Source: an optimization exercise on an open RTL-to-GDS flow (aim: small area, a short achievable clock period and few clock cycles). Production flows keep margins and buffers that such runs may drop.
In this exercise RTL edits were held to simulation tests only and were not proved equivalent to the original.
The clock port is modelled as an ideal driver; clocking choices that lean on that would not hold on a real chip.
Power is estimated from default activity; no workload was simulated.

run A:
==> flow/design.v <==
package l2_wb_types;
    localparam int unsigned ADDR_WIDTH      = 16;
    localparam int unsigned LINE_WIDTH      = 256;
    localparam int unsigned OFFSET_BITS     = 5;
    localparam int unsigned LINE_ADDR_WIDTH = ADDR_WIDTH - OFFSET_BITS;
    typedef logic [ADDR_WIDTH-1:0]      addr_t;
    typedef logic [LINE_WIDTH-1:0]      line_t;
    typedef logic [LINE_ADDR_WIDTH-1:0] lineaddr_t;
    typedef enum logic [1:0] {IDLE, ACK, FWD_READ, DRAIN} wb_state_t;
    function automatic logic [LINE_ADDR_WIDTH-1:0] line_of(input logic [ADDR_WIDTH-1:0] a);
        line_of = a[ADDR_WIDTH-1:OFFSET_BITS];
    endfunction
    function automatic logic [ADDR_WIDTH-1:0] line_base(input logic [LINE_ADDR_WIDTH-1:0] l);
        line_base = {l, {OFFSET_BITS{1'b0}}};
    endfunction
endpackage
module l2_wb_storage (
    input  logic                clk_i,
    input  logic                load_w_i,
    input  logic                load_r_i,
    input  l2_wb_types::line_t  wdata_i,
    input  l2_wb_types::line_t  rdata_i,
    output l2_wb_types::line_t  data_o
);
    l2_wb_types::line_t data_q;
    logic hold;
    assign hold = !(load_w_i || load_r_i);
    always_ff @(posedge clk_i) begin
        data_q <= ({l2_wb_types::LINE_WIDTH{load_w_i}} & wdata_i)
                | ({l2_wb_types::LINE_WIDTH{load_r_i}} & rdata_i)
                | ({l2_wb_types::LINE_WIDTH{hold}}     & data_q);
    end
    assign data_o = data_q;
endmodule
module l2_write_buffer (
    input  logic   clk_i,
    input  logic   rst_i,
    input  logic   l2_read,
    input  logic   l2_write,
    input  l2_wb_types::addr_t  l2_address,
    input  l2_wb_types::line_t  l2_wdata,
    output logic   l2_resp,
    output l2_wb_types::line_t  l2_rdata,
    output logic   pmem_read,
    output logic   pmem_write,
    output l2_wb_types::addr_t  pmem_address,
    output l2_wb_types::line_t  pmem_wdata,
    input  logic   pmem_resp,
    input  l2_wb_types::line_t  pmem_rdata,
    output logic   wb_empty
);
    logic                   resp_q;
    logic                   pmem_read_q;
    logic                   pmem_write_q;
    logic                   dirty_q;       
    logic                   valid_q;       
    logic                   resp_i_q;
    logic                   rd_i_q;        
    logic                   wr_i_q;        
    l2_wb_types::lineaddr_t line_q;        
    l2_wb_types::line_t     data;
    logic hit;
    logic free;      
    logic new_req;   
    logic load_w;
    logic start_rd;
    logic rd_hit;
    logic fill;      
    logic take;      
    logic keep;      
    logic resp_d;
    logic rd_d;
    logic wr_d;
    assign hit      = valid_q && (line_q == l2_wb_types::line_of(l2_address));
    assign free     = !(rd_i_q || wr_i_q) || pmem_resp;
    assign new_req  = !resp_i_q && !rd_i_q;
    assign load_w   = new_req && l2_write && free;
    assign rd_hit   = new_req && l2_read && hit;
    assign start_rd = new_req && l2_read && !hit && free;
    assign fill     = rd_i_q && pmem_resp;
    assign take     = new_req && (l2_read || l2_write) && free;
    assign keep     = resp_i_q || rd_i_q || !(l2_read || l2_write) || (wr_i_q && !pmem_resp);
    assign resp_d   = load_w || rd_hit || fill;
    assign rd_d     = start_rd || (rd_i_q && !pmem_resp);
    assign wr_d     = load_w || (wr_i_q && !pmem_resp);
    l2_wb_storage u_storage (
        .clk_i   (clk_i),
        .load_w_i(load_w),
        .load_r_i(rd_i_q),
        .wdata_i (l2_wdata),
        .rdata_i (pmem_rdata),
        .data_o  (data)
    );
    always_ff @(posedge clk_i or posedge rst_i) begin
        if (rst_i) begin
            resp_q       <= 1'b0;
            pmem_read_q  <= 1'b0;
            pmem_write_q <= 1'b0;
            dirty_q      <= 1'b0;
            valid_q      <= 1'b0;
        end else begin
            resp_q       <= resp_d;
            pmem_read_q  <= rd_d;
            pmem_write_q <= wr_d;
            if (load_w) begin
                dirty_q <= 1'b1;
            end else if (wr_i_q && pmem_resp) begin
                dirty_q <= 1'b0;
            end
            if (load_w || fill) begin
                valid_q <= 1'b1;
            end else if (start_rd) begin
                valid_q <= 1'b0;
            end
        end
    end
    always_ff @(posedge clk_i) begin
        resp_i_q <= !rst_i && resp_d;
        rd_i_q   <= !rst_i && rd_d;
        wr_i_q   <= !rst_i && wr_d;
        line_q <= ({l2_wb_types::LINE_ADDR_WIDTH{take}} & l2_wb_types::line_of(l2_address))
                | ({l2_wb_types::LINE_ADDR_WIDTH{keep}} & line_q);
    end
    assign l2_resp      = resp_q;
    assign l2_rdata     = data;
    assign pmem_read    = pmem_read_q;
    assign pmem_write   = pmem_write_q;
    assign pmem_address = l2_wb_types::line_base(line_q);
    assign pmem_wdata   = data;
    assign wb_empty     = !dirty_q;
endmodule
clock: 5.0 ns
lec_check: 0
cap_margin: 20
core_area: 10 10 290 290
cts_cluster_diameter: 100
cts_cluster_size: 20
die_area: 0 0 300 300
setup_slack_margin: 2.8
slew_margin: 20
standard.sh (not shown) runs the stock make flow with config.mk's settings and CLKGATE_MAP_FILE= SYNTH_SCRIPT=/design/flow/synth_recipe.tcl, a recipe that flattens the netlist after the stock synthesis.
==> flow/flow/run.sh <==
#!/bin/bash
# Standard layout (standard.sh) with: port buffers made from the smallest plain
# buffer, high-fanout nets split into buffer trees before timing repair, and
# the pins placed on more metal layers so that the die can be smaller.
set -euo pipefail
export BUFFER_PORTS_ARGS="-buffer_cell sky130_fd_sc_hd__buf_1"
export PRE_RESIZE_TCL="$PWD/flow/pre_resize.tcl"
if [[ -f flow/pins.args ]]; then export PLACE_PINS_ARGS="$(cat flow/pins.args)"; fi
if [[ -f flow/io_v.txt ]]; then export IO_PLACER_V="$(cat flow/io_v.txt)"; fi
if [[ -f flow/io_h.txt ]]; then export IO_PLACER_H="$(cat flow/io_h.txt)"; fi
if [[ -f flow/post_cts.tcl ]]; then export POST_CTS_TCL="$PWD/flow/post_cts.tcl"; fi
bash standard.sh > standard_flow.log 2>&1
==> flow/flow/io_v.txt <==
met2 met4
==> flow/flow/pre_resize.tcl <==
set_max_fanout 16 [current_design]
Testbench counts of run A, summed over its fixed seeds: cycles 25,351.
Input changes introduced in run B (baseline for comparison: run A):
--- a/flow/flow/run.sh
+++ b/flow/flow/run.sh
@@ -3,2 +3,4 @@
-# buffer, high-fanout nets split into buffer trees before timing repair, and
-# the pins placed on more metal layers so that the die can be smaller.
+# buffer, high-fanout nets split into buffer trees before timing repair, the
+# pins placed on more metal layers so that the die can be smaller, and the four
+# pins of each data bit (l2_wdata, pmem_rdata, l2_rdata, pmem_wdata) kept
+# together.
@@ -8 +10,8 @@
-if [[ -f flow/pins.args ]]; then export PLACE_PINS_ARGS="$(cat flow/pins.args)"; fi
+pins=""
+if [[ -f flow/pins.args ]]; then pins="$(cat flow/pins.args)"; fi
+if [[ -f flow/group_bits ]]; then
+  for i in $(seq 0 255); do
+    pins="$pins -group_pins {l2_wdata[$i] pmem_rdata[$i] l2_rdata[$i] pmem_wdata[$i]}"
+  done
+fi
+export PLACE_PINS_ARGS="$pins"
==> flow/flow/group_bits (new file) <==
group
==> results.txt <==
Combinational group share of total power on run B is down relative to run A. There was hardly any difference in worst endpoint data arrival time between run A and run B. For die area, run B and run A come out practically identical. Run B ended up with a lower cell count than run A did. Between run A and run B, the total cell area at the placement stage figures differ only marginally.
diff inputs: run B => run C
==> flow/flow/pre_resize.tcl <==
# no fanout limit
--- a/flow/config.mk
+++ b/flow/config.mk
@@ -9 +9 @@
-export CORE_AREA = 10 10 290 290
+export CORE_AREA = 10 10 250 250
@@ -12,2 +12,2 @@
-export DIE_AREA = 0 0 300 300
-export SETUP_SLACK_MARGIN = 2.8
+export DIE_AREA = 0 0 260 260
+export SETUP_SLACK_MARGIN = 2.87
[summary]
- For the final critical delay including setup and external delays, run C came in 82 ps lower than run B did.
- Run C ends up with a detailed-route vias per instance that is 11% higher than in run B.
- Final worst-path setup slack: run C vs run B up 82 ps
- Compared with run B, run C shows a critical path depth that is 9 lower.
- Routed length on met1 in run C is about 6% lower than in run B
- Detailed-routing iteration count for the pre-antenna-repair pass (lower): run B
- Between run B and run C, clock share of power decreased.
- Run B -> run C: first-pass GRT wire length decreased by a few percent
- Run C ended up with a higher fmax than run B did.
- In the metrics for run C and run B, the one carrying the lower final cell count is run C.
- Compared with run B, run C improves power.

## port drivers added, routing unchanged
No port has a modelled driver above. Below, the same layouts with a new extraction and two added sets of constraints. Step 1 assumes that a clkbuf_16 drives the clock port and a buf_2 every other input. Step 2 times the ports against the registers' clock, not the clock port: input delays grow and output delays shrink by t, the midpoint of the rising clock arrivals with the driver on. Slacks: ideal ports / drivers / drivers and shift; pairs: ideal ports / drivers.
run | shift t [ns] | setup WS [ns] | worst setup path after step 2
run A | 0.595 | 2.790 / 2.768 / 2.199 | input to register
run B | 0.601 | 2.806 / 2.792 / 2.199 | input to register
run C | 0.556 | 2.888 / 2.839 / 2.384 | input to register
After both steps setup and hold are still met in every run listed. The setup slack of run B, which loses most, moves by -0.014 ns with the drivers and by -0.607 ns with both steps.
